This design comes from an exercise in tuning for a short achievable clock period and few clock cycles on the open sky130 flow, not from production work. The RTL was checked by simulation tests, not by an equivalence proof against the original design. No activity file was given, so power comes from the tool's default toggle rates.

==> flow/design.v <==
package riscv_isa_pkg;
  localparam int INSN_W     = 32;
  localparam int REG_ADDR_W = 5;
  typedef enum logic [6:0] {
    OPC_JAL    = 7'b110_1111,
    OPC_JALR   = 7'b110_0111,
    OPC_BRANCH = 7'b110_0011,
    OPC_LOAD   = 7'b000_0011,
    OPC_STORE  = 7'b010_0011,
    OPC_IMM    = 7'b001_0011,
    OPC_ALSU   = 7'b011_0011,
    OPC_SYSTEM = 7'b111_0011
  } opcode_t;
  localparam logic [2:0] F3_ADD = 3'b000;
  localparam logic [2:0] F3_XOR = 3'b100;
  localparam logic [2:0] F3_OR  = 3'b110;
  localparam logic [2:0] F3_AND = 3'b111;
  localparam logic [2:0] F3_BEQ = 3'b000;
  localparam logic [2:0] F3_BNE = 3'b001;
  localparam logic [2:0] F3_BLT = 3'b100;
  localparam logic [2:0] F3_BGE = 3'b101;
  localparam logic [6:0] F7_BASE = 7'b000_0000;
  localparam logic [6:0] F7_ALT  = 7'b010_0000;
  localparam logic [31:0] EBREAK_WORD = 32'h0010_0073;
  typedef enum logic [1:0] {
    IMM_I,
    IMM_S,
    IMM_B,
    IMM_J
  } imm_kind_t;
endpackage
package core_pkg;
  localparam int XLEN     = 32;
  localparam int NUM_REGS = 32;
  localparam logic [XLEN-1:0] RESET_ADDR = '0;
  localparam logic [XLEN-1:0] NOP_WORD = 32'h0000_0013;
  typedef enum logic [3:0] {
    ALU_ADD,
    ALU_SUB,
    ALU_XOR,
    ALU_OR,
    ALU_AND,
    ALU_EQ,
    ALU_NE,
    ALU_LTS,
    ALU_GES
  } alu_op_t;
  typedef struct packed {
    alu_op_t alu_op;
    logic    use_imm;
    logic    is_branch;
    logic    is_jump;
    logic    jump_reg_base;
    logic    mem_read;
    logic    mem_write;
    logic    reg_write;
    logic    mem_to_reg;
    logic    halt;
  } ctrl_t;
  localparam int CTRL_W = 13;   
endpackage
`timescale 1ns/10ps
module g_inv   (input logic a, output logic y);                                  assign y = ~a;                      endmodule
module g_nand2 (input logic a, b, output logic y);                               assign y = ~(a & b);                endmodule
module g_nand3 (input logic a, b, c, output logic y);                            assign y = ~(a & b & c);            endmodule
module g_nand4 (input logic a, b, c, d, output logic y);                         assign y = ~(a & b & c & d);        endmodule
module g_nor2  (input logic a, b, output logic y);                               assign y = ~(a | b);                endmodule
module g_nor3  (input logic a, b, c, output logic y);                            assign y = ~(a | b | c);            endmodule
module g_nor4  (input logic a, b, c, d, output logic y);                         assign y = ~(a | b | c | d);        endmodule
module g_a22oi (input logic a1, a2, b1, b2, output logic y);                     assign y = ~((a1 & a2) | (b1 & b2)); endmodule
module g_xor2  (input logic a, b, output logic y);                               assign y = a ^ b;                   endmodule
module g_xnor2 (input logic a, b, output logic y);                               assign y = ~(a ^ b);                endmodule
module g_a21oi (input logic a1, a2, b1, output logic y);                         assign y = ~((a1 & a2) | b1);       endmodule
module g_o21ai (input logic a1, a2, b1, output logic y);                         assign y = ~((a1 | a2) & b1);       endmodule
module g_nand2b(input logic an, b, output logic y);                              assign y = ~(~an & b);              endmodule
module g_nor2b (input logic a, bn, output logic y);                              assign y = ~(a | ~bn);              endmodule
module g_and2  (input logic a, b, output logic y);                               assign y = a & b;                   endmodule
module g_or2   (input logic a, b, output logic y);                               assign y = a | b;                   endmodule
module g_mux2  (input logic s, a1, a0, output logic y);                          assign y = s ? a1 : a0;             endmodule
`timescale 1ns/10ps
module rf_slice #(
  parameter int W = 8
) (
  input  logic [31*W-1:0] regs_i,
  input  logic [4:0]      idx_i,
  output logic [W-1:0]    data_o
);
  logic [4:0] ni;
  for (genvar b = 0; b < 5; b++) begin : g_ni
    g_inv u_i (.a(idx_i[b]), .y(ni[b]));
  end
  logic [7:0] lo_n;
  logic [3:0] hi_n;
  for (genvar j = 0; j < 8; j++) begin : g_lo
    g_nand3 u_n (.a(j[0] ? idx_i[0] : ni[0]), .b(j[1] ? idx_i[1] : ni[1]), .c(j[2] ? idx_i[2] : ni[2]),
                 .y(lo_n[j]));
  end
  for (genvar j = 0; j < 4; j++) begin : g_hi
    g_nand2 u_n (.a(j[0] ? idx_i[3] : ni[3]), .b(j[1] ? idx_i[4] : ni[4]), .y(hi_n[j]));
  end
  logic [31:0] sel;
  assign sel[0] = 1'b0;
  for (genvar k = 1; k < 32; k++) begin : g_sel
    g_nor2 u_s (.a(lo_n[k % 8]), .b(hi_n[k / 8]), .y(sel[k]));
  end
  for (genvar b = 0; b < W; b++) begin : g_bit
    logic [31:0] r;
    assign r[0] = 1'b0;
    for (genvar k = 1; k < 32; k++) begin : g_r
      assign r[k] = regs_i[(k-1)*W + b];
    end
    logic [15:0] t;
    for (genvar p = 0; p < 16; p++) begin : g_t
      g_a22oi u_a (.a1(sel[2*p]), .a2(r[2*p]), .b1(sel[2*p+1]), .b2(r[2*p+1]), .y(t[p]));
    end
    logic [3:0] u;
    for (genvar q = 0; q < 4; q++) begin : g_u
      g_nand4 u_n (.a(t[4*q]), .b(t[4*q+1]), .c(t[4*q+2]), .d(t[4*q+3]), .y(u[q]));
    end
    logic [1:0] v;
    g_nor2  u_v0 (.a(u[0]), .b(u[1]), .y(v[0]));
    g_nor2  u_v1 (.a(u[2]), .b(u[3]), .y(v[1]));
    g_nand2 u_w  (.a(v[0]), .b(v[1]), .y(data_o[b]));
  end
endmodule
`timescale 1ns/10ps
module f_ctl (
  input  logic [31:0] ir_i,
  input  logic [4:0]  x_rd_i,
  input  logic        k_i,
  input  logic        lnk_i,
  input  logic        m_redir_i,
  input  logic        pnz_i,
  input  logic        pn3_i,
  input  logic        p5_i,
  input  logic        lnz_i,
  input  logic        ln3_i,
  output logic        s_hold_o,
  output logic        s_jal_o,
  output logic        s_br_o,
  output logic        s_jr_o,
  output logic        s_inc_o,
  output logic        stall_o,
  output logic        stall_n_o,
  output logic        go_o
);
  logic [31:0] ni;
  for (genvar b = 0; b < 32; b++) begin : g_ni
    g_inv u_i (.a(ir_i[b]), .y(ni[b]));
  end
  logic k_n, lnk_n;
  g_inv u_kn (.a(k_i),   .y(k_n));
  g_inv u_ln (.a(lnk_i), .y(lnk_n));
  logic [4:0] x1, x2;
  for (genvar b = 0; b < 5; b++) begin : g_x
    g_xnor2 u_1 (.a(ir_i[15+b]), .b(x_rd_i[b]), .y(x1[b]));
    g_xnor2 u_2 (.a(ir_i[20+b]), .b(x_rd_i[b]), .y(x2[b]));
  end
  logic e1a_n, e1b_n, e2a_n, e2b_n;
  g_nand3 u_e1a (.a(x1[0]), .b(x1[1]), .c(x1[2]), .y(e1a_n));
  g_nand2 u_e1b (.a(x1[3]), .b(x1[4]), .y(e1b_n));
  g_nand3 u_e2a (.a(x2[0]), .b(x2[1]), .c(x2[2]), .y(e2a_n));
  g_nand2 u_e2b (.a(x2[3]), .b(x2[4]), .y(e2b_n));
  logic jal_a_n, jal_b_n, jr_a_n, jr_b_n, br_a_n, br_b_n, rb_a_n, rb_b_n, x64;
  g_nand4 u_jla (.a(ir_i[6]), .b(ir_i[5]), .c(ir_i[3]), .d(ir_i[2]), .y(jal_a_n));
  g_nand3 u_jlb (.a(ir_i[1]), .b(ir_i[0]), .c(ni[4]), .y(jal_b_n));
  g_nand4 u_jra (.a(ir_i[6]), .b(ir_i[5]), .c(ir_i[2]), .d(ir_i[1]), .y(jr_a_n));
  g_nand3 u_jrb (.a(ir_i[0]), .b(ni[4]), .c(ni[3]), .y(jr_b_n));
  g_nand4 u_bra (.a(ir_i[6]), .b(ir_i[5]), .c(ir_i[1]), .d(ir_i[0]), .y(br_a_n));
  g_nand4 u_brb (.a(ni[4]), .b(ni[3]), .c(ni[2]), .d(ni[13]), .y(br_b_n));
  g_xor2  u_x64 (.a(ir_i[6]), .b(ir_i[4]), .y(x64));
  g_nand4 u_rba (.a(ir_i[5]), .b(ni[3]), .c(ni[2]), .d(ir_i[1]), .y(rb_a_n));
  g_nand2 u_rbb (.a(ir_i[0]), .b(x64), .y(rb_b_n));
  logic is_jal, nj, rb;
  g_nor2 u_isj (.a(jal_a_n), .b(jal_b_n), .y(is_jal));
  g_inv  u_nj  (.a(is_jal), .y(nj));
  g_nor2 u_rb  (.a(rb_a_n), .b(rb_b_n), .y(rb));
  logic e1k, e2k, st_n, st;
  g_nor3  u_e1k (.a(e1a_n), .b(e1b_n), .c(k_n), .y(e1k));
  g_nor3  u_e2k (.a(e2a_n), .b(e2b_n), .c(k_n), .y(e2k));
  g_a22oi u_st  (.a1(e1k), .a2(nj), .b1(e2k), .b2(rb), .y(st_n));
  g_inv   u_sti (.a(st_n), .y(st));
  logic e1l, is_jr, h1_n, h2_n, ones6, z1, z2, p1, p2, near_jr, gojr_n;
  g_nor3  u_e1l (.a(e1a_n), .b(e1b_n), .c(lnk_n), .y(e1l));
  g_nor2  u_isr (.a(jr_a_n), .b(jr_b_n), .y(is_jr));
  g_nand3 u_h1  (.a(ir_i[31]), .b(ir_i[30]), .c(ir_i[29]), .y(h1_n));
  g_nand3 u_h2  (.a(ir_i[28]), .b(ir_i[27]), .c(ir_i[26]), .y(h2_n));
  g_nor2  u_o6  (.a(h1_n), .b(h2_n), .y(ones6));
  g_nor3  u_z1  (.a(ir_i[31]), .b(ir_i[30]), .c(ir_i[29]), .y(z1));
  g_nor3  u_z2  (.a(ir_i[28]), .b(ir_i[27]), .c(ir_i[26]), .y(z2));
  g_nand2 u_p1  (.a(ones6), .b(lnz_i), .y(p1));
  g_nand3 u_p2  (.a(z1), .b(z2), .c(ln3_i), .y(p2));
  g_nand2 u_njr (.a(p1), .b(p2), .y(near_jr));
  g_nand3 u_gjr (.a(e1l), .b(is_jr), .c(near_jr), .y(gojr_n));
  logic b1_n, b2_n, bra, brb, pg_n, pg, gobr_n;
  g_nand4 u_b1  (.a(ir_i[31]), .b(ir_i[30]), .c(ir_i[29]), .d(ir_i[28]), .y(b1_n));
  g_nand3 u_b2  (.a(ir_i[27]), .b(ir_i[26]), .c(ir_i[7]), .y(b2_n));
  g_nor2  u_bo  (.a(br_a_n), .b(br_b_n), .y(bra));
  g_nor2  u_bi  (.a(b1_n), .b(b2_n), .y(brb));
  g_a21oi u_pgn (.a1(ir_i[25]), .a2(p5_i), .b1(pnz_i), .y(pg_n));
  g_inv   u_pg  (.a(pg_n), .y(pg));
  g_nand3 u_gbr (.a(bra), .b(brb), .c(pg), .y(gobr_n));
  logic [3:0] jo_n, jz;
  g_nand4 u_jo0 (.a(ir_i[31]), .b(ir_i[30]), .c(ir_i[29]), .d(ir_i[28]), .y(jo_n[0]));
  g_nand4 u_jo1 (.a(ir_i[27]), .b(ir_i[26]), .c(ir_i[20]), .d(ir_i[19]), .y(jo_n[1]));
  g_nand4 u_jo2 (.a(ir_i[18]), .b(ir_i[17]), .c(ir_i[16]), .d(ir_i[15]), .y(jo_n[2]));
  g_nand3 u_jo3 (.a(ir_i[14]), .b(ir_i[13]), .c(ir_i[12]), .y(jo_n[3]));
  g_nor4  u_jz0 (.a(ir_i[31]), .b(ir_i[30]), .c(ir_i[29]), .d(ir_i[28]), .y(jz[0]));
  g_nor4  u_jz1 (.a(ir_i[27]), .b(ir_i[26]), .c(ir_i[20]), .d(ir_i[19]), .y(jz[1]));
  g_nor4  u_jz2 (.a(ir_i[18]), .b(ir_i[17]), .c(ir_i[16]), .d(ir_i[15]), .y(jz[2]));
  g_nor3  u_jz3 (.a(ir_i[14]), .b(ir_i[13]), .c(ir_i[12]), .y(jz[3]));
  logic w4a, w4_n;
  g_nor4  u_w4a (.a(ir_i[25]), .b(ir_i[24]), .c(ir_i[23]), .d(ir_i[21]), .y(w4a));
  g_nand2 u_w4  (.a(w4a), .b(ir_i[22]), .y(w4_n));
  logic jo01, jo23, q1, jz01_n, jz23_n, q2a_n, zok, jnear, jl, gojal_n;
  g_nor2  u_q01 (.a(jo_n[0]), .b(jo_n[1]), .y(jo01));
  g_nor2  u_q23 (.a(jo_n[2]), .b(jo_n[3]), .y(jo23));
  g_nand3 u_q1  (.a(jo01), .b(jo23), .c(pnz_i), .y(q1));
  g_nand2 u_z01 (.a(jz[0]), .b(jz[1]), .y(jz01_n));
  g_nand2 u_z23 (.a(jz[2]), .b(jz[3]), .y(jz23_n));
  g_nand2 u_z4  (.a(pn3_i), .b(w4_n), .y(q2a_n));
  g_nor3  u_zok (.a(jz01_n), .b(jz23_n), .c(q2a_n), .y(zok));
  g_inv   u_q2  (.a(zok), .y(jnear));
  g_nand2 u_jn  (.a(q1), .b(jnear), .y(jl));
  g_nand2 u_gjl (.a(is_jal), .b(jl), .y(gojal_n));
  g_nor2  u_sh  (.a(st_n), .b(m_redir_i), .y(s_hold_o));
  g_nor2  u_sj  (.a(gojal_n), .b(m_redir_i), .y(s_jal_o));
  g_nor3  u_sb  (.a(gobr_n), .b(st), .c(m_redir_i), .y(s_br_o));
  g_nor2  u_sr  (.a(gojr_n), .b(m_redir_i), .y(s_jr_o));
  logic all_n;
  g_nand4 u_an  (.a(st_n), .b(gojal_n), .c(gobr_n), .d(gojr_n), .y(all_n));
  g_nor2  u_si  (.a(all_n), .b(m_redir_i), .y(s_inc_o));
  assign stall_o   = st;
  assign stall_n_o = st_n;
  g_nand3 u_go  (.a(gojal_n), .b(gobr_n), .c(gojr_n), .y(go_o));
endmodule
module dec_fields (
  input  logic [31:0] ir_i,
  input  logic [5:0]  pcm_i,
  input  logic        p5_i,
  output logic        is_jal_o,
  output logic        is_jalr_o,
  output logic        op_rb_o,
  output logic        go_jal_o,
  output logic        go_br_o
);
  logic [6:0] opc;
  logic       s;
  assign opc       = ir_i[6:0];
  assign s         = ir_i[31];
  assign is_jal_o  = (opc == 7'b1101111);
  assign is_jalr_o = (opc == 7'b1100111);
  assign op_rb_o   = (opc == 7'b0110011) || (opc == 7'b1100011);
  assign go_jal_o  = is_jal_o && (ir_i[19:12] == {8{s}}) && (ir_i[20] == s) && (ir_i[30:26] == {5{s}}) &&
                     (s ? (pcm_i != 6'd0) : (pcm_i != 6'h3f)) &&
                     !({s, ir_i[19:12], ir_i[20], ir_i[30:21]} == 20'd2);
  assign go_br_o   = (opc == 7'b1100011) && !ir_i[13] && s && ir_i[7] && (ir_i[30:26] == 5'h1f) &&
                     ((pcm_i != 6'd0) || (ir_i[25] && p5_i));
endmodule
module c_gojr (
  input  logic [31:0] ir_i,
  input  logic [4:0]  x_rd_i,
  input  logic        lnk_i,
  input  logic [5:0]  lkm_i,
  output logic        go_o
);
  assign go_o = (ir_i[6:0] == 7'b1100111) && lnk_i && (x_rd_i == ir_i[19:15]) &&
                (ir_i[30:26] == {5{ir_i[31]}}) && (ir_i[31] ? (lkm_i != 6'd0) : (lkm_i != 6'h3f));
endmodule
module c_opsel (
  input  logic [4:0] rs_i,
  input  logic       none_i,
  input  logic [4:0] x_rd_i,
  input  logic       w_i,
  input  logic       m_wen_i,
  input  logic [4:0] m_rd_i,
  output logic       res_o,
  output logic       wb_o,
  output logic       reg_o
);
  logic fwd, byp;
  assign fwd   = w_i && (x_rd_i == rs_i);
  assign byp   = m_wen_i && (m_rd_i == rs_i);
  assign res_o = !none_i && fwd;
  assign wb_o  = !none_i && !fwd && byp;
  assign reg_o = !none_i && !fwd && !byp;
endmodule
module x_branch (
  input  logic [31:0] a_i,
  input  logic [31:0] b_i,
  input  logic        dif31_i,
  input  logic        valid_i,
  input  logic        m_redir_i,
  input  logic        br_i,
  input  logic        blt_i,
  input  logic        inv_i,
  input  logic        pred_i,
  input  logic        off4_i,
  input  logic        off8_i,
  input  logic        ebreak_i,
  input  logic        fin_i,
  output logic        live_o,
  output logic        sx_n_o,
  output logic        halt_o,
  output logic        kill_o
);
  logic [31:0] x;
  logic [7:0]  n4;
  logic [3:0]  e8;
  logic        ne;
  for (genvar i = 0; i < 32; i++) begin : g_x
    g_xnor2 u_x (.a(a_i[i]), .b(b_i[i]), .y(x[i]));
  end
  for (genvar i = 0; i < 8; i++) begin : g_n4
    g_nand4 u_n (.a(x[4*i]), .b(x[4*i+1]), .c(x[4*i+2]), .d(x[4*i+3]), .y(n4[i]));
  end
  for (genvar i = 0; i < 4; i++) begin : g_e8
    g_nor2 u_e (.a(n4[2*i]), .b(n4[2*i+1]), .y(e8[i]));
  end
  g_nand4 u_ne (.a(e8[0]), .b(e8[1]), .c(e8[2]), .d(e8[3]), .y(ne));
  logic q, t1, t0, e1, e0, sd, c_eq, c_ltd, c_lts;
  assign live_o = valid_i && !m_redir_i;
  assign q      = live_o && br_i;
  assign t1     = !pred_i && !off4_i;
  assign t0     = pred_i;
  assign e1     = inv_i ? t0 : t1;    
  assign e0     = inv_i ? t1 : t0;    
  assign sd     = a_i[31] != b_i[31];
  assign c_eq   = q && !blt_i;
  assign c_ltd  = q && blt_i && !sd;
  assign c_lts  = q && blt_i && sd && (a_i[31] ? e1 : e0);
  logic u1, u2;
  g_mux2 u_m1 (.s(ne),      .a1(c_eq && e0),  .a0(c_eq && e1),  .y(u1));
  g_mux2 u_m2 (.s(dif31_i), .a1(c_ltd && e1), .a0(c_ltd && e0), .y(u2));
  g_nor3 u_sx (.a(u1), .b(u2), .c(c_lts), .y(sx_n_o));
  assign halt_o = live_o && ebreak_i;
  assign kill_o = m_redir_i || fin_i || halt_o || !sx_n_o;
endmodule
module x_enter (
  input  logic kill_i,
  input  logic stall_i,
  input  logic writes_i,
  input  logic is_ld_i,
  input  logic is_lnk_i,
  output logic valid_o,
  output logic wen_o,
  output logic ld_o,
  output logic lnk_o
);
  logic live;
  g_nor2 u_l (.a(kill_i), .b(stall_i), .y(live));
  assign valid_o = live;
  g_and2 u_w (.a(live), .b(writes_i), .y(wen_o));
  g_and2 u_d (.a(live), .b(is_ld_i),  .y(ld_o));
  g_and2 u_k (.a(live), .b(is_lnk_i), .y(lnk_o));
endmodule
module f_decode (
  input  logic [31:0] ir_i,
  output logic        is_addi_o,
  output logic        is_r_o,
  output logic        is_ld_o,
  output logic        is_st_o,
  output logic        is_br_o,
  output logic        is_jal_o,
  output logic        is_jalr_o,
  output logic        is_ebreak_o,
  output logic        op_rb_o,
  output logic        jal_short_o,
  output logic        go_jal_o,
  output logic        go_br_o,
  output logic        writes_o
);
  logic [6:0] opc;
  logic [2:0] f3;
  logic [6:0] f7;
  assign opc = ir_i[6:0];
  assign f3  = ir_i[14:12];
  assign f7  = ir_i[31:25];
  assign is_addi_o   = (opc == 7'b0010011) && (f3 == 3'b000);
  assign is_r_o      = (opc == 7'b0110011) &&
                       (((f7 == 7'b0000000) && (f3 == 3'b000 || f3 == 3'b100 || f3 == 3'b110 || f3 == 3'b111)) ||
                        ((f7 == 7'b0100000) && (f3 == 3'b000)));
  assign is_ld_o     = (opc == 7'b0000011);
  assign is_st_o     = (opc == 7'b0100011);
  assign is_br_o     = (opc == 7'b1100011) && !f3[1];
  assign is_jal_o    = (opc == 7'b1101111);
  assign is_jalr_o   = (opc == 7'b1100111);
  assign is_ebreak_o = (ir_i == 32'h0010_0073);
  assign op_rb_o     = (opc == 7'b0110011) || (opc == 7'b1100011);
  assign jal_short_o = (ir_i[19:12] == {8{ir_i[31]}}) && (ir_i[20] == ir_i[31]);
  assign go_jal_o    = is_jal_o && jal_short_o &&
                       !({ir_i[31], ir_i[19:12], ir_i[20], ir_i[30:21]} == 20'd2);
  assign go_br_o     = is_br_o && ir_i[31];
  assign writes_o    = (is_addi_o | is_r_o | is_ld_o | is_jal_o | is_jalr_o) && (ir_i[11:7] != 5'd0);
endmodule
`timescale 1ns/10ps
module pg_gen #(
  parameter int W = 32
) (
  input  logic [W-1:0] a_i,
  input  logic [W-1:0] b_i,
  output logic [W-1:0] p_o,
  output logic [W-1:0] g_o
);
  assign p_o = a_i ^ b_i;
  assign g_o = a_i & b_i;
endmodule
module ks_tree #(
  parameter int W = 32
) (
  input  logic [W-1:0] p_i,
  input  logic [W-1:0] g_i,
  input  logic         cin_i,
  output logic [W-1:0] c_o
);
  function automatic int ceil_log2(input int v);
    ceil_log2 = 0;
    for (int i = 0; i < 31; i++) begin
      if ((1 << i) < v) ceil_log2 = i + 1;
    end
  endfunction
  localparam int L = ceil_log2(W);
  logic [W-1:0] gg [0:L];
  logic [W-1:0] pp [0:L];
  always_comb begin
    gg[0]    = g_i;
    pp[0]    = p_i;
    gg[0][0] = g_i[0] | (p_i[0] & cin_i);
    for (int l = 0; l < L; l++) begin
      for (int i = 0; i < W; i++) begin
        if (i >= (1 << l)) begin
          gg[l+1][i] = gg[l][i] | (pp[l][i] & gg[l][i - (1 << l)]);
          pp[l+1][i] = pp[l][i] & pp[l][i - (1 << l)];
        end else begin
          gg[l+1][i] = gg[l][i];
          pp[l+1][i] = pp[l][i];
        end
      end
    end
    c_o = gg[L];
  end
endmodule
module ks_add #(
  parameter int W = 32
) (
  input  logic [W-1:0] a_i,
  input  logic [W-1:0] b_i,
  input  logic         cin_i,
  output logic [W-1:0] sum_o,
  output logic         cout_o
);
  logic [W-1:0] p, g, c;
  pg_gen  #(.W(W)) u_pg   (.a_i(a_i), .b_i(b_i), .p_o(p), .g_o(g));
  ks_tree #(.W(W)) u_tree (.p_i(p), .g_i(g), .cin_i(cin_i), .c_o(c));
  assign sum_o  = p ^ {c[W-2:0], cin_i};
  assign cout_o = c[W-1];
endmodule
module inc_dec #(
  parameter int W = 20
) (
  input  logic [W-1:0] v_i,
  output logic [W-1:0] inc_o,
  output logic [W-1:0] dec_o
);
  ks_add #(.W(W)) u_inc (.a_i(v_i), .b_i({W{1'b0}}), .cin_i(1'b1), .sum_o(inc_o), .cout_o());
  ks_add #(.W(W)) u_dec (.a_i(v_i), .b_i({W{1'b1}}), .cin_i(1'b0), .sum_o(dec_o), .cout_o());
endmodule
module mux2w #(
  parameter int W = 32
) (
  input  logic         s_i,
  input  logic [W-1:0] a_i,
  input  logic [W-1:0] b_i,
  output logic [W-1:0] y_o
);
  assign y_o = s_i ? a_i : b_i;
endmodule
module ks_add_g #(
  parameter int W    = 32,
  parameter int CIN  = 0,
  parameter int INVB = 0
) (
  input  logic [W-1:0] a_i,
  input  logic [W-1:0] b_i,
  output logic [W-1:0] sum_o,
  output logic         cout_o
);
  function automatic int ceil_log2(input int v);
    ceil_log2 = 0;
    for (int i = 0; i < 31; i++) begin
      if ((1 << i) < v) ceil_log2 = i + 1;
    end
  endfunction
  localparam int L = ceil_log2(W);
  logic [W-1:0] gg [0:L];
  logic [W-1:0] pp [0:L];
  logic [W-1:0] pn;
  for (genvar i = 0; i < W; i++) begin : g_pg
    if (INVB == 1) begin : g_ib
      g_xor2 u_p (.a(a_i[i]), .b(b_i[i]), .y(pn[i]));
      if (i == 0 && CIN == 1) begin : g_c1
        g_nor2b  u_g (.a(a_i[i]), .bn(b_i[i]), .y(gg[0][i]));
      end else begin : g_c0
        g_nand2b u_g (.an(b_i[i]), .b(a_i[i]), .y(gg[0][i]));
      end
    end else begin : g_b
      g_xnor2 u_p (.a(a_i[i]), .b(b_i[i]), .y(pn[i]));
      if (i == 0 && CIN == 1) begin : g_c1
        g_nor2  u_g (.a(a_i[i]), .b(b_i[i]), .y(gg[0][i]));
      end else begin : g_c0
        g_nand2 u_g (.a(a_i[i]), .b(b_i[i]), .y(gg[0][i]));
      end
    end
    assign pp[0][i] = pn[i];
  end
  for (genvar l = 0; l < L; l++) begin : g_lvl
    localparam int D = 1 << l;
    for (genvar i = 0; i < W; i++) begin : g_b
      if (i >= D) begin : g_op
        if (l % 2 == 0) begin : g_neg_in
          g_o21ai u_g (.a1(pp[l][i]), .a2(gg[l][i-D]), .b1(gg[l][i]), .y(gg[l+1][i]));
          g_nor2  u_p (.a(pp[l][i]), .b(pp[l][i-D]), .y(pp[l+1][i]));
        end else begin : g_pos_in
          g_a21oi u_g (.a1(pp[l][i]), .a2(gg[l][i-D]), .b1(gg[l][i]), .y(gg[l+1][i]));
          g_nand2 u_p (.a(pp[l][i]), .b(pp[l][i-D]), .y(pp[l+1][i]));
        end
      end else begin : g_pass
        g_inv u_g (.a(gg[l][i]), .y(gg[l+1][i]));
        g_inv u_p (.a(pp[l][i]), .y(pp[l+1][i]));
      end
    end
  end
  for (genvar i = 0; i < W; i++) begin : g_s
    if (i == 0) begin : g_s0
      if (CIN == 1) begin : g_1
        assign sum_o[0] = pn[0];
      end else begin : g_0
        g_inv u_s (.a(pn[0]), .y(sum_o[0]));
      end
    end else if (L % 2 == 1) begin : g_pos
      g_xnor2 u_s (.a(pn[i]), .b(gg[L][i-1]), .y(sum_o[i]));
    end else begin : g_neg
      g_xor2 u_s (.a(pn[i]), .b(gg[L][i-1]), .y(sum_o[i]));
    end
  end
  if (L % 2 == 1) begin : g_co_pos
    assign cout_o = gg[L][W-1];
  end else begin : g_co_neg
    g_inv u_co (.a(gg[L][W-1]), .y(cout_o));
  end
endmodule
`timescale 1ns/10ps
module ao_sel #(
  parameter int N = 8,
  parameter int W = 32
) (
  input  logic [N*W-1:0] d_i,
  input  logic [N-1:0]   s_i,
  input  logic [W-1:0]   or_i,
  output logic [W-1:0]   y_o
);
  always_comb begin
    y_o = or_i;
    for (int k = 0; k < N; k++) begin
      y_o = y_o | ({W{s_i[k]}} & d_i[k*W +: W]);
    end
  end
endmodule
`timescale 1ns/10ps
module micro_riscv_top (
  input  logic        clk_i,
  input  logic        reset_i,
  output logic [31:0] instr_addr_o,
  input  logic [31:0] instr_rdata_i,
  output logic [31:0] data_addr_o,
  input  logic [31:0] data_rdata_i,
  output logic [31:0] data_wdata_o,
  output logic        data_re_o,
  output logic        data_we_o,
  output logic        finish_o
);
  logic [31:0] pc_f, pc_o;
  logic        x_valid, x_wen, x_ld, x_st, x_br, x_mjump, x_ebreak, x_lnk;
  logic        x_s_add, x_s_addi, x_s_sub, x_s_xor, x_s_or, x_s_and, x_s_lnk;
  logic        x_pred, x_off4, x_off8, x_blt, x_inv, x_fsd;
  logic [4:0]  x_rd;
  logic [31:0] x_a, x_b, x_off, x_link;
  logic [11:0] x_pcl, x_bimm;
  logic [19:0] x_hi_c1, x_hi_c0;
  logic        m_re, m_we, m_ld, m_redir;
  logic [31:1] m_wsel;
  logic [4:0]  m_rd;
  logic        m_wen;
  logic [31:0] m_result, m_addr, m_wdata, m_tgt;
  logic        fin, fin_o;
  logic [31:0] regs [1:31];
  logic [31:0] wb_data;
  assign wb_data = m_ld ? data_rdata_i : m_result;
  logic [31:0] ir;
  assign ir = instr_rdata_i;
  logic [6:0] opc;
  logic [2:0] f3;
  logic [6:0] f7;
  logic [4:0] rd, rs1, rs2;
  assign opc = ir[6:0];
  assign f3  = ir[14:12];
  assign f7  = ir[31:25];
  assign rd  = ir[11:7];
  assign rs1 = ir[19:15];
  assign rs2 = ir[24:20];
  logic is_addi, is_r, is_ld, is_st, is_br, is_jal, is_jalr, is_ebreak, op_rb;
  logic jal_short, dec_gojal, dec_gobr, writes;
  f_decode u_dec (.ir_i(ir), .is_addi_o(is_addi), .is_r_o(is_r), .is_ld_o(is_ld), .is_st_o(is_st),
                  .is_br_o(is_br), .is_jal_o(is_jal), .is_jalr_o(is_jalr), .is_ebreak_o(is_ebreak),
                  .op_rb_o(op_rb), .jal_short_o(jal_short), .go_jal_o(dec_gojal), .go_br_o(dec_gobr),
                  .writes_o(writes));
  logic [31:0] iimm, simm, bimm, jimm;
  assign iimm = {{20{ir[31]}}, ir[31:20]};
  assign simm = {{20{ir[31]}}, ir[31:25], ir[11:7]};
  assign bimm = {{19{ir[31]}}, ir[31], ir[7], ir[30:25], ir[11:8], 1'b0};
  assign jimm = {{11{ir[31]}}, ir[31], ir[19:12], ir[20], ir[30:21], 1'b0};
  logic k_ld, k_lnk, k_w;
  assign k_ld  = x_ld && x_wen;
  assign k_lnk = x_lnk;
  assign k_w   = x_wen && !x_ld;
  logic go_jr, fsd_n, a_res, a_wb, a_reg, b_res, b_wb, b_reg;
  c_gojr  u_gojr  (.ir_i(ir), .x_rd_i(x_rd), .lnk_i(k_lnk), .lkm_i(x_link[11:6]), .go_o(go_jr));
  c_opsel u_asel (.rs_i(rs1), .none_i(is_jal), .x_rd_i(x_rd), .w_i(k_w), .m_wen_i(m_wen), .m_rd_i(m_rd),
                  .res_o(a_res), .wb_o(a_wb), .reg_o(a_reg));
  c_opsel u_bsel (.rs_i(rs2), .none_i(1'b0), .x_rd_i(x_rd), .w_i(k_w), .m_wen_i(m_wen), .m_rd_i(m_rd),
                  .res_o(b_res), .wb_o(b_wb), .reg_o(b_reg));
  assign fsd_n = k_ld && (x_rd == rs2);
  logic [31:0] rf_a, rf_b;
  for (genvar s = 0; s < 4; s++) begin : g_rf
    logic [31*8-1:0] slice;
    always_comb begin
      for (int k = 1; k < 32; k++) slice[(k-1)*8 +: 8] = regs[k][s*8 +: 8];
    end
    rf_slice #(.W(8)) u_a (.regs_i(slice), .idx_i(rs1), .data_o(rf_a[s*8 +: 8]));
    rf_slice #(.W(8)) u_b (.regs_i(slice), .idx_i(rs2), .data_o(rf_b[s*8 +: 8]));
  end
  logic [31:0] pc_inc;
  assign pc_inc = pc_f + 32'd4;
  logic [19:0] pc_hi_p, pc_hi_m;
  inc_dec #(.W(20)) u_pc_hi (.v_i(pc_f[31:12]), .inc_o(pc_hi_p), .dec_o(pc_hi_m));
  logic [11:0] br_lo, jal_lo, jr_lo;
  logic        br_c, jal_c, jr_c;
  ks_add_g #(.W(12), .CIN(0)) u_br_lo  (.a_i(pc_f[11:0]),   .b_i(bimm[11:0]), .sum_o(br_lo),  .cout_o(br_c));
  ks_add_g #(.W(12), .CIN(0)) u_jal_lo (.a_i(pc_f[11:0]),   .b_i(jimm[11:0]), .sum_o(jal_lo), .cout_o(jal_c));
  ks_add_g #(.W(12), .CIN(0)) u_jr_lo  (.a_i(x_link[11:0]), .b_i(iimm[11:0]), .sum_o(jr_lo),  .cout_o(jr_c));
  logic [19:0] pc_hi_c1, pc_hi_c0;
  assign pc_hi_c1 = ir[31] ? pc_f[31:12] : pc_hi_p;
  assign pc_hi_c0 = ir[31] ? pc_hi_m     : pc_f[31:12];
  logic [31:0] t_br, t_jal, t_jr;
  assign t_br  = {pc_f[31:12], br_lo};
  assign t_jal = {pc_f[31:12], jal_lo};
  assign t_jr  = {x_link[31:12], jr_lo[11:1], 1'b0};
  logic go_jal, go_br, jal4;
  logic f_isjal, f_isjalr, f_oprb;
  dec_fields u_df (.ir_i(ir), .pcm_i(pc_f[11:6]), .p5_i(pc_f[5]), .is_jal_o(f_isjal), .is_jalr_o(f_isjalr),
                   .op_rb_o(f_oprb), .go_jal_o(go_jal), .go_br_o(go_br));
  assign jal4 = ({ir[31], ir[19:12], ir[20], ir[30:21]} == 20'd2);
  logic [31:0] sum, dif, adr, r_xor, r_or, r_and;
  ks_add_g #(.W(32), .CIN(0)) u_add (.a_i(x_a), .b_i(x_b), .sum_o(sum), .cout_o());
  ks_add_g #(.W(32), .CIN(1), .INVB(1)) u_sub (.a_i(x_a), .b_i(x_b), .sum_o(dif), .cout_o());
  ks_add_g #(.W(32), .CIN(0)) u_adr (.a_i(x_a), .b_i(x_off), .sum_o(adr), .cout_o());
  assign r_xor = x_a ^ x_b;
  assign r_or  = x_a | x_b;
  assign r_and = x_a & x_b;
  logic [32*7-1:0] res_d;
  logic [6:0]      res_s;
  assign res_d = {x_link, r_and, r_or, r_xor, dif, adr, sum};
  assign res_s = {x_s_lnk, x_s_and, x_s_or, x_s_xor, x_s_sub, x_s_addi, x_s_add};
  logic [31:0] res;
  ao_sel #(.N(7)) u_res (.d_i(res_d), .s_i(res_s), .or_i(32'd0), .y_o(res));
  logic [31:0] a_n, b_n;
  ao_sel #(.N(10)) u_a_n (.d_i({rf_a, pc_f, wb_data, res_d}),
                          .s_i({a_reg, is_jal, a_wb, {7{a_res}} & res_s}),
                          .or_i(32'd0), .y_o(a_n));
  ao_sel #(.N(9))  u_b_n (.d_i({rf_b, wb_data, res_d}),
                          .s_i({b_reg, b_wb, {7{b_res}} & res_s}),
                          .or_i(32'd0), .y_o(b_n));
  logic [11:0] xt_lo;
  logic        xt_c;
  logic [19:0] xt_hi;
  logic [31:0] x_alt;
  ks_add_g #(.W(12), .CIN(0)) u_xt_lo (.a_i(x_pcl), .b_i(x_bimm), .sum_o(xt_lo), .cout_o(xt_c));
  mux2w #(.W(20)) u_xt_hi (.s_i(xt_c), .a_i(x_hi_c1), .b_i(x_hi_c0), .y_o(xt_hi));
  assign x_alt = x_pred ? x_link : {xt_hi, xt_lo};
  logic x_live, x_halt, sx_n, kill_f;
  logic [31:0] cmp;
  ks_add_g #(.W(32), .CIN(1), .INVB(1)) u_cmp (.a_i(x_a), .b_i(x_b), .sum_o(cmp), .cout_o());
  x_branch u_xbr (.a_i(x_a), .b_i(x_b), .dif31_i(cmp[31]), .valid_i(x_valid), .m_redir_i(m_redir),
                  .br_i(x_br), .blt_i(x_blt), .inv_i(x_inv), .pred_i(x_pred), .off4_i(x_off4),
                  .off8_i(x_off8), .ebreak_i(x_ebreak), .fin_i(fin),
                  .live_o(x_live), .sx_n_o(sx_n), .halt_o(x_halt), .kill_o(kill_f));
  logic f_st, f_st_n, f_go, f_sh, f_sj, f_sb, f_sr, f_si;
  logic pnz, pn3, lnz, ln3;
  assign pnz = |pc_f[11:6];
  assign pn3 = !(&pc_f[11:6]);
  assign lnz = |x_link[11:6];
  assign ln3 = !(&x_link[11:6]);
  f_ctl u_fc (.ir_i(ir), .x_rd_i(x_rd), .k_i(k_ld), .lnk_i(k_lnk), .m_redir_i(m_redir),
              .pnz_i(pnz), .pn3_i(pn3), .p5_i(pc_f[5]), .lnz_i(lnz), .ln3_i(ln3),
              .s_hold_o(f_sh), .s_jal_o(f_sj), .s_br_o(f_sb), .s_jr_o(f_sr), .s_inc_o(f_si),
              .stall_o(f_st), .stall_n_o(f_st_n), .go_o(f_go));
  logic xv_n, xw_n, xl_n, xk_n;
  x_enter u_xn (.kill_i(kill_f), .stall_i(f_st), .writes_i(writes), .is_ld_i(is_ld),
                .is_lnk_i((is_jal || is_jalr) && (rd != 5'd0)),
                .valid_o(xv_n), .wen_o(xw_n), .ld_o(xl_n), .lnk_o(xk_n));
  logic [31:0] pc_p, pc_po, pc_n, pc_no;
  for (genvar g = 0; g < 4; g++) begin : g_pcs
    logic s_hold, s_jal, s_br, s_jr, s_inc, st, st_n, go;
    f_ctl u_pcsel (.ir_i(ir), .x_rd_i(x_rd), .k_i(k_ld), .lnk_i(k_lnk), .m_redir_i(m_redir),
                   .pnz_i(pnz), .pn3_i(pn3), .p5_i(pc_f[5]), .lnz_i(lnz), .ln3_i(ln3),
                   .s_hold_o(s_hold), .s_jal_o(s_jal), .s_br_o(s_br), .s_jr_o(s_jr), .s_inc_o(s_inc),
                   .stall_o(st), .stall_n_o(st_n), .go_o(go));
    ao_sel #(.N(6), .W(8)) u_pc_p  (.d_i({pc_f[g*8 +: 8], m_tgt[g*8 +: 8], t_jal[g*8 +: 8], t_br[g*8 +: 8],
                                         t_jr[g*8 +: 8], pc_inc[g*8 +: 8]}),
                                    .s_i({s_hold, m_redir, s_jal, s_br, s_jr, s_inc}),
                                    .or_i(8'd0), .y_o(pc_p[g*8 +: 8]));
    ao_sel #(.N(6), .W(8)) u_pc_po (.d_i({pc_o[g*8 +: 8], m_tgt[g*8 +: 8], t_jal[g*8 +: 8], t_br[g*8 +: 8],
                                         t_jr[g*8 +: 8], pc_inc[g*8 +: 8]}),
                                    .s_i({s_hold, m_redir, s_jal, s_br, s_jr, s_inc}),
                                    .or_i(8'd0), .y_o(pc_po[g*8 +: 8]));
  end
  mux2w #(.W(32)) u_pc_n  (.s_i(sx_n), .a_i(pc_p),  .b_i(x_alt), .y_o(pc_n));
  mux2w #(.W(32)) u_pc_no (.s_i(sx_n), .a_i(pc_po), .b_i(x_alt), .y_o(pc_no));
  logic [31:1] wsel_n;
  always_comb begin
    for (int k = 1; k < 32; k++) wsel_n[k] = x_live && x_wen && (x_rd == 5'(k));
  end
  always_ff @(posedge clk_i or posedge reset_i) begin
    if (reset_i) begin
      pc_f    <= 32'd0;
      pc_o    <= 32'd0;
      x_valid <= 1'b0;
      x_wen   <= 1'b0;
      x_ld    <= 1'b0;
      x_lnk   <= 1'b0;
      m_re    <= 1'b0;
      m_we    <= 1'b0;
      m_wen   <= 1'b0;
      m_wsel  <= '0;
      m_redir <= 1'b0;
      fin     <= 1'b0;
      fin_o   <= 1'b0;
    end else begin
      pc_f <= pc_n;
      pc_o <= pc_no;
      x_valid <= xv_n;
      x_wen   <= xw_n;
      x_ld    <= xl_n;
      x_lnk   <= xk_n;
      m_re    <= x_live && x_ld;
      m_we    <= x_live && x_st;
      m_wen   <= x_live && x_wen;
      m_wsel  <= wsel_n;
      m_redir <= x_live && x_mjump;
      fin   <= fin   || x_halt;
      fin_o <= fin_o || x_halt;
    end
  end
  always_ff @(posedge clk_i) begin
    x_st     <= is_st;
    x_br     <= is_br;
    x_mjump  <= (is_jalr && !go_jr) || (is_jal && !go_jal && !jal4);
    x_ebreak <= is_ebreak;
    x_s_add  <= is_r && (f3 == 3'b000) && !f7[5];
    x_s_addi <= is_addi;
    x_s_sub  <= is_r && (f3 == 3'b000) && f7[5];
    x_s_xor  <= is_r && (f3 == 3'b100);
    x_s_or   <= is_r && (f3 == 3'b110);
    x_s_and  <= is_r && (f3 == 3'b111);
    x_s_lnk  <= is_jal || is_jalr;
    x_pred   <= go_br;
    x_off4   <= (bimm == 32'd4);
    x_off8   <= (bimm == 32'd8);
    x_blt    <= f3[2];
    x_inv    <= f3[0];
    x_rd     <= rd;
    x_fsd    <= fsd_n;
    x_a      <= a_n;
    x_b      <= b_n;
    x_off    <= is_st ? simm : (is_jal ? jimm : iimm);
    x_link   <= pc_inc;
    x_pcl    <= pc_f[11:0];
    x_bimm   <= bimm[11:0];
    x_hi_c1  <= pc_hi_c1;
    x_hi_c0  <= pc_hi_c0;
    m_ld     <= x_ld;
    m_rd     <= x_rd;
    m_result <= res;
    m_addr   <= adr;
    m_wdata  <= x_fsd ? data_rdata_i : x_b;
    m_tgt    <= x_mjump ? {adr[31:1], 1'b0} : x_alt;
  end
  always_ff @(posedge clk_i or posedge reset_i) begin
    if (reset_i) begin
      for (int i = 1; i < 32; i++) regs[i] <= 32'd0;
    end else begin
      for (int i = 1; i < 32; i++) begin
        if (m_wsel[i]) regs[i] <= wb_data;
      end
    end
  end
  assign instr_addr_o = pc_o;
  assign data_addr_o  = m_addr;
  assign data_wdata_o = m_wdata;
  assign data_re_o    = m_re;
  assign data_we_o    = m_we;
  assign finish_o     = fin_o;
endmodule
==> flow/run.sh <==
#!/bin/bash
# synth_recipe.tcl (not shown) runs the flow's synth.tcl, then flattens the netlist and writes it again
# the make line also repeats each setting of config.mk as NAME=value (left out here)
make -C /OpenROAD-flow-scripts/flow DESIGN_CONFIG=/design/flow/config.mk WORK_HOME=/design/flow/orfs CLKGATE_MAP_FILE= SYNTH_SCRIPT=/design/flow/synth_recipe.tcl finish
==> flow/config.mk <==
export PLATFORM = sky130hd
export DESIGN_NAME = micro_riscv_top
export DESIGN_NICKNAME = micro_riscv_top
export VERILOG_FILES = /design/flow/design.v
export SDC_FILE = /design/flow/constraint.sdc
export NUM_CORES = 8
export LEC_CHECK = 0
export CAP_MARGIN = 20
export CELL_PAD_IN_SITES_DETAIL_PLACEMENT = 1
export CELL_PAD_IN_SITES_GLOBAL_PLACEMENT = 2
export CORE_MARGIN = 2
export CORE_UTILIZATION = 25
export SETUP_SLACK_MARGIN = 5
export SLEW_MARGIN = 20
export SYNTH_HIERARCHICAL = 1
==> flow/constraint.sdc <==
create_clock -name core_clock -period 8.0 [get_ports {clk_i}]
set_input_delay 1.6000 -clock core_clock [delete_from_list [all_inputs] [get_ports {clk_i}]]
set_output_delay 1.6000 -clock core_clock [all_outputs]
set_load 0.01 [all_outputs]
==> impl_metrics.env, run 1 <==
export IMPL_outcome="timing/DRC/antenna clean"
export IMPL_worstPathCellList="nand2b_1 -> o21ai_1 -> a21oi_2 -> o21ai_2 -> a21oi_4 -> o21ai_4 -> xnor2_2 -> mux2_4 -> nor3_4 -> buf_12 -> buf_12 -> buf_12 -> buf_16 -> mux2_4"
export IMPL_hold_buffers=0
export IMPL_grt_pass1_wl_um=632000
export IMPL_fin_crit_sh_pct=41.4
export IMPL_drt_total_wl_um=450000
export IMPL_die_x_um=597
export IMPL_place_congestion=0.919
export IMPL_cts_made_buffers=185
export IMPL_grt_overflow=0
export IMPL_vias=82600
export IMPL_setup_slack_ps=4680
export IMPL_clock_sinks=1419
export IMPL_hold_path_class="flop to flop"
export IMPL_setup_violations=0
export IMPL_syn_area_um2=87800
export IMPL_grt_setup_unrepaired="true"
export IMPL_drc=0
export IMPL_final_area_um2=113000
export IMPL_critical_path_slowest_cell="dfxtp_4"
export IMPL_synth_warning_count=27
export IMPL_antenna_left=0
export IMPL_cpMostUsedCell="buf_12"
export IMPL_slew_violations=0
export IMPL_grt_max_degree=126
export IMPL_slowest_delay_ps=370
export IMPL_layout_nets=10700
export IMPL_netlist_instances=9561
export IMPL_cts_tree="done"
export IMPL_fmax_ghz=0.302
export IMPL_cp_start_kind="flop"
export IMPL_die_y_um=597
export IMPL_worst_endpoint_required_ps=8760
export IMPL_routedWlPerCell_um=29.5
export IMPL_core_um2=349000
export IMPL_rows=217
export IMPL_vdd_drop_max_mv=0.153
export IMPL_relSlewSlack_pct=25.1
export IMPL_cellPowerDensity_nw_per_um2=221
export IMPL_clk_pin_slew_ps=60
export IMPL_clock_latency_ps=920
export IMPL_worstMarginPinSlew_ps=1120
export IMPL_skew_ps=73.0
export IMPL_critPathArrivalTime_ps=4070
export IMPL_max_cap_violations=0
export IMPL_start_util_pct=25.1
export IMPL_dr_pass1_iters=10
export IMPL_postPlaceCellArea_um2=97100
export IMPL_hold_violations=0
export IMPL_avgSynthCellArea_um2=9.18
export IMPL_worstSetupPathType="flop to flop"
export IMPL_syn_to_final_growth_pct=29.1
export IMPL_post_dp_hpwl_um=298000
export IMPL_grtUsageTotal_pct=24.3
export IMPL_fin_crit_ps=3320
export IMPL_clock_path_buffers=4
export IMPL_cts_root_buf="clkbuf_16"
export IMPL_leakagePower_nw=41.9
export IMPL_pre_cts_ws_ps=2370
export IMPL_routed_via_density=5.41
export IMPL_io_buffers=164
export IMPL_drive_above_1_share_pct=34.0
export IMPL_dieArea_um2=356000
export IMPL_cts_htree_levels=4
export IMPL_antenna_found_initial=29
export IMPL_grt_pass1_vias=83700
export IMPL_critical_path_endpoint_type="flop"
export IMPL_drt_initial_drc_count=7403
export IMPL_critical_path_peak_fanout=6
export IMPL_pin_count=165
metal layers:
metal  GRT usage (%)  wire [um]  vias to the layer above
met2            38.7     203000                     2843
met3            3.82      30000                      694
li1                -          -                    36600
met4            9.08      18500                       10
met5               0         63                        -
met1            32.9     198000                    42500
flip-flops by register name, summed over array words and instances (netlist names), 4 cells and up:
register and flops:
m_addr 32, m_rd 5, m_result 32, m_tgt 32
m_wdata 32, m_wsel 31, pc_f 32, pc_o 32
regs 992, x_a 32, x_b 32, x_hi_c0 20
x_hi_c1 20, x_link 30, x_off 21, x_pcl 12
x_rd 4
power by group:
| group | total (mW) | internal [mW] | switching (mW) | leakage, nW |
|---|---|---|---|---|
| registers | 8.57 | 7.73 | 0.841 | 12.6 |
| clock network | 9.00 | 5.31 | 3.70 | 3.13 |
| logic | 7.47 | 2.74 | 4.73 | 26.2 |
layout make-up:
cell class,instances,area (um^2)
repair buffers,887,9530
fillers,39500,236000
diodes,20,50.0
clock buffers,260,5350
well taps,4599,5750
clock inverters,78,1050
inverters,402,1560
repair inverters,1,5.00
multi-input cells,7597,55800
flip-flops and latches,1419,34200
metrics by stage:
step                      hold WS (ps)  util (%)  std cells  setup TNS, ps  total power, mW
after global routing               472      32.4      15300              0             26.0
after detailed placement           450      27.8      14500              0             15.3
final                              461      32.4      15300              0             25.0
after global placement             449      27.7      14500              0             15.2
after floorplan                    373         -       9893       -9582320             12.4
after CTS                          466      31.3      15100              0             24.9
critical path: cells and delay by family (launching register included):
family	cells	cell delay (ps)
XOR/XNOR	1	170
flip-flops	1	370
buffers and inverters	4	550
AND/OR/NAND/NOR	2	420
AO/OA/AOI/OAI	5	960
multiplexers	2	630
worst paths after layout:
kind / start / endpoint / slack (ps) / depth (start not counted)
max: x_b[1] / pc_o[15] / 4680 / 14
min: x_st / m_we / 460 / 1
max reg2reg: x_b[1] / pc_o[15] / 4680 / 14
min reg2reg: x_st / m_we / 460 / 1
max in group asynchronous: reset_i / regs[18][18] / 5330 / 6
min in group asynchronous: reset_i / regs[1][28] / 1370 / 2
repair_timing:
action,4_1_cts,5_1_grt
cloned,39,12
endpoints found under the setup margin,474,209
buffers inserted,216,167
hold endpoints to repair,0,0
pin swaps,183,492
resized for setup,1371,519
cell usage in the layout, fill, tap and decap left out, types with 62 or more instances in the layout:
master and count:
a21oi_1 1142, a21oi_2 224, a221oi_2 89, a222oi_1 96
a22o_1 118, a22oi_1 157, a22oi_2 1032, buf_12 85
buf_2 77, buf_4 462, buf_6 141, clkbuf_16 197
conb_1 343, dfrtp_1 1049, dfxtp_1 240, ha_1 106
inv_1 385, mux2_2 104, mux2_4 82, nand2_1 415
nand2b_1 67, nand3_1 199, nand4_1 358, nor2_1 1383
nor2_2 178, nor2_4 150, o21ai_1 277, xnor2_1 246
xnor2_2 62, xor2_1 169
Testbench counts, summed over its fixed seeds: cycles 69,345.
==> run 2, diff against run 1 <==
--- a/flow/design.v
+++ b/flow/design.v
@@ -300,7 +300,7 @@
   input  logic        ebreak_i,
   input  logic        fin_i,
   output logic        live_o,
-  output logic        sx_n_o,
+  output logic [3:0]  sx_n_o,
   output logic        halt_o,
   output logic        kill_o
 );
@@ -329,12 +329,18 @@
   assign c_eq   = q && !blt_i;
   assign c_ltd  = q && blt_i && !sd;
   assign c_lts  = q && blt_i && sd && (a_i[31] ? e1 : e0);
-  logic u1, u2;
-  g_mux2 u_m1 (.s(ne),      .a1(c_eq && e0),  .a0(c_eq && e1),  .y(u1));
-  g_mux2 u_m2 (.s(dif31_i), .a1(c_ltd && e1), .a0(c_ltd && e0), .y(u2));
-  g_nor3 u_sx (.a(u1), .b(u2), .c(c_lts), .y(sx_n_o));
+  for (genvar k = 0; k < 4; k++) begin : g_sx
+    logic u1, u2;
+    g_mux2 u_m1 (.s(ne),      .a1(c_eq && e0),  .a0(c_eq && e1),  .y(u1));
+    g_mux2 u_m2 (.s(dif31_i), .a1(c_ltd && e1), .a0(c_ltd && e0), .y(u2));
+    g_nor3 u_sx (.a(u1), .b(u2), .c(c_lts), .y(sx_n_o[k]));
+  end
+  logic v1, v2, sx_k;
+  g_mux2 u_v1 (.s(ne),      .a1(c_eq && e0),  .a0(c_eq && e1),  .y(v1));
+  g_mux2 u_v2 (.s(dif31_i), .a1(c_ltd && e1), .a0(c_ltd && e0), .y(v2));
+  g_nor3 u_vk (.a(v1), .b(v2), .c(c_lts), .y(sx_k));
   assign halt_o = live_o && ebreak_i;
-  assign kill_o = m_redir_i || fin_i || halt_o || !sx_n_o;
+  assign kill_o = m_redir_i || fin_i || halt_o || !sx_k;
 endmodule
 module x_enter (
   input  logic kill_i,
@@ -687,7 +693,8 @@
   ks_add_g #(.W(12), .CIN(0)) u_xt_lo (.a_i(x_pcl), .b_i(x_bimm), .sum_o(xt_lo), .cout_o(xt_c));
   mux2w #(.W(20)) u_xt_hi (.s_i(xt_c), .a_i(x_hi_c1), .b_i(x_hi_c0), .y_o(xt_hi));
   assign x_alt = x_pred ? x_link : {xt_hi, xt_lo};
-  logic x_live, x_halt, sx_n, kill_f;
+  logic x_live, x_halt, kill_f;
+  logic [3:0] sx_n;
   logic [31:0] cmp;
   ks_add_g #(.W(32), .CIN(1), .INVB(1)) u_cmp (.a_i(x_a), .b_i(x_b), .sum_o(cmp), .cout_o());
   x_branch u_xbr (.a_i(x_a), .b_i(x_b), .dif31_i(cmp[31]), .valid_i(x_valid), .m_redir_i(m_redir),
@@ -724,8 +731,10 @@
                                     .s_i({s_hold, m_redir, s_jal, s_br, s_jr, s_inc}),
                                     .or_i(8'd0), .y_o(pc_po[g*8 +: 8]));
   end
-  mux2w #(.W(32)) u_pc_n  (.s_i(sx_n), .a_i(pc_p),  .b_i(x_alt), .y_o(pc_n));
-  mux2w #(.W(32)) u_pc_no (.s_i(sx_n), .a_i(pc_po), .b_i(x_alt), .y_o(pc_no));
+  for (genvar g = 0; g < 4; g++) begin : g_pcx
+    mux2w #(.W(8)) u_pc_n  (.s_i(sx_n[g]), .a_i(pc_p[g*8 +: 8]),  .b_i(x_alt[g*8 +: 8]), .y_o(pc_n[g*8 +: 8]));
+    mux2w #(.W(8)) u_pc_no (.s_i(sx_n[g]), .a_i(pc_po[g*8 +: 8]), .b_i(x_alt[g*8 +: 8]), .y_o(pc_no[g*8 +: 8]));
+  end
   logic [31:1] wsel_n;
   always_comb begin
     for (int k = 1; k < 32; k++) wsel_n[k] = x_live && x_wen && (x_rd == 5'(k));
==> run 2 against run 1 <==
  * Synthesized area increased by 0.14%
  * Combinational power about the same
  * Core utilization about the same
  * Maximum frequency increased by 1.4%
  * Wire length increased by 0.61%
  * Sequential power about the same
  * Clock-buffer cell count increased by 15
  * Critical path type is now input pin to flop
  * Largest cell class unchanged
  * Highest routed layer unchanged
==> impl_metrics.env, run 2 <==
export IMPL_syn_to_final_growth_pct=28.8
export IMPL_clock_path_buffers=4
export IMPL_start_util_pct=25.1
export IMPL_cellPowerDensity_nw_per_um2=220
export IMPL_outcome="timing/DRC/antenna clean"
export IMPL_drt_total_wl_um=453000
export IMPL_leakagePower_nw=41.7
export IMPL_grt_max_degree=161
export IMPL_finalPower_mw=24.9
export IMPL_worst_path_buf_inv=5
export IMPL_antenna_left=0
export IMPL_grt_setup_unrepaired="true"
export IMPL_critPathArrivalTime_ps=4050
export IMPL_worstMarginPinSlew_ps=1180
export IMPL_drt_initial_drc_count=7298
export IMPL_worst_endpoint_required_ps=8780
export IMPL_avgSynthCellArea_um2=9.18
export IMPL_synth_warning_count=27
export IMPL_grt_overflow=0
export IMPL_final_cells=15300
export IMPL_syn_area_um2=87900
export IMPL_antenna_found_initial=25
export IMPL_top_register="regs"
export IMPL_critical_path_peak_fanout=7
export IMPL_pin_count=165
export IMPL_vdd_drop_max_mv=0.195
export IMPL_relSlewSlack_pct=20.4
export IMPL_grtUsageTotal_pct=24.6
export IMPL_min_from="x_st"
export IMPL_slowest_delay_ps=320
export IMPL_hold_violations=0
export IMPL_hold_path_class="flop to flop"
export IMPL_fin_crit_ps=3270
export IMPL_vias=82900
export IMPL_slew_violations=0
export IMPL_clk_pin_slew_ps=60
export IMPL_clock_sinks=1419
export IMPL_rows=217
export IMPL_skew_ps=62.6
export IMPL_r2r_start="pc_f[3]"
export IMPL_drive_above_1_share_pct=33.6
export IMPL_crit_family="buffers and inverters"
export IMPL_fillers=39700
export IMPL_critPathLaunch="instr_rdata_i[21]"
export IMPL_pre_cts_ws_ps=2470
export IMPL_cpMostUsedCell="buf_16"
export IMPL_clock_latency_ps=940
export IMPL_critical_path_endpoint_type="flop"
export IMPL_die_x_um=597
export IMPL_post_dp_hpwl_um=299000
export IMPL_dieArea_um2=356000
export IMPL_final_common_cell="nor2_1"
export IMPL_grt_pass1_vias=84400
export IMPL_max_cap_violations=0
export IMPL_netlist_instances=9573
export IMPL_place_congestion=0.928
export IMPL_setup_slack_ps=4730
export IMPL_cts_htree_levels=4
export IMPL_cp_start_kind="input pin"
export IMPL_largest_reg_flops=992
export IMPL_routed_via_density=5.43
export IMPL_worstPathCellList="buf_16 -> buf_16 -> buf_8 -> xnor2_4 -> nand3_2 -> nor3_4 -> a22oi_2 -> buf_12 -> nand4_1 -> nor2_4 -> buf_6 -> a222oi_1 -> nand3_1 -> mux2_4"
export IMPL_final_cell_mix="nor2_1 (1414), a21oi_1 (1142), dfrtp_1 (1051), a22oi_2 (1029), buf_4 (451)"
export IMPL_cts_root_buf="clkbuf_16"
export IMPL_fin_crit_sh_pct=40.9
export IMPL_routedWlPerCell_um=29.7
export IMPL_grt_pass1_wl_um=641000
export IMPL_cts_tree="done"
export IMPL_core_um2=350000
export IMPL_die_y_um=597
export IMPL_io_buffers=164
export IMPL_dr_pass1_iters=11
export IMPL_fmax_ghz=0.306
export IMPL_layout_nets=10600
export IMPL_drc=0
export IMPL_critical_path_slowest_cell="a222oi_1"
export IMPL_setup_violations=0
export IMPL_worstSetupPathType="input pin to flop"
export IMPL_cts_made_buffers=186
export IMPL_placed_cells=14500
==> run 2: worst register-to-register path, cell delays in order (launching register included) <==
cell and delay, ps:
dfrtp_4 610, ha_1 300, and3_1 380, nand3_2 350, nor4_2 400, xor2_1 170, a222oi_1 380, nand3_1 150
mux2_4 290
==> run 2: power by group <==
group	switching, mW	internal, mW	leakage (nW)	total, mW
Sequential	0.807	7.73	12.6	8.54
Combinational	4.74	2.73	26.0	7.47
Clock	3.71	5.18	3.10	8.89
Total	9.26	15.6	41.7	24.9
==> run 2: per-stage QoR <==
step                util, %  hold WS [ps]  setup TNS, ps  area (um^2)
global placement       27.8           456              0        97200
finish                 32.4           450              0       113000
floorplan                 -           373       -9582320        89300
CTS                    31.4           464              0       110000
global route           32.4           472              0       113000
detailed placement     27.8           440              0        97300
==> run 2: final timing paths <==
check | endpoint | slack (ps) | depth (start not counted)
max in group asynchronous | pc_f[11] | 5570 | 4
setup / recovery | pc_f[28] | 4730 | 14
hold / removal | m_we | 450 | 1
hold reg to reg | m_we | 450 | 1
min in group asynchronous | regs[1][15] | 1130 | 3
setup reg to reg | pc_f[28] | 4810 | 8
==> run 2: what timing repair did <==
item	CTS	global route
setup buffers	203	132
cloned	45	9
hold endpoints to repair	0	0
gates resized for setup	1439	428
hold buffers	0	0
setup endpoints to repair	309	523
pin swaps	190	384
==> run 2: final cells by class <==
| type | instances | area (um^2) | area share (%) |
|---|---|---|---|
| repair buffers | 847 | 9130 | 8.06 |
| inverters | 402 | 1580 | 1.39 |
| clock inverters | 71 | 895 | 0.790 |
| multi-input cells | 7611 | 56200 | 49.6 |
| diodes | 46 | 115 | 0.102 |
| well taps | 4599 | 5750 | 5.08 |
| flip-flops and latches | 1419 | 34200 | 30.2 |
| clock buffers | 275 | 5420 | 4.78 |
==> run 2: metal layers <==
| layer | vias up | share of wire (%) | global-route usage, % | routed length (um) |
|---|---|---|---|---|
| met5 | - | 0.0038 | 0 | 17 |
| met4 | 2 | 5.0 | 11.6 | 22800 |
| met3 | 769 | 5.8 | 3.64 | 26400 |
| met2 | 2857 | 44 | 37.9 | 200000 |
| met1 | 42700 | 45 | 33.6 | 204000 |
| li1 | 36700 | - | - | - |
Testbench counts of run 2, summed over its fixed seeds: cycles 69,345.

[re-timing with driven ports]
Ports are ideal in the flow. The routed layouts listed here were re-timed in OpenROAD.
Step 1 assumes that a clkbuf_16 drives the clock port and a buf_2 every other input.
Step 2, shift: input delay + t, output delay - t, t = (earliest + latest rising clock arrival at the registers) / 2. This alone moves slack from input paths to output paths.
Slacks: no drivers / after step 1 / after step 2; pairs: no drivers / after step 1.
run | t, ns | setup slack, ns | worst register clock-pin slew, ns | pins driven straight from the clock port
run 1 | 0.984 | 4.684 / 4.567 / 3.584 | 0.07 / 0.07 | 1
run 2 | 1.002 | 4.730 / 4.573 / 3.571 | 0.07 / 0.07 | 1
After both steps every run listed still meets setup and hold. The setup slack of run 2, which loses most, moves by -0.157 ns with the drivers and by -1.159 ns with both steps.
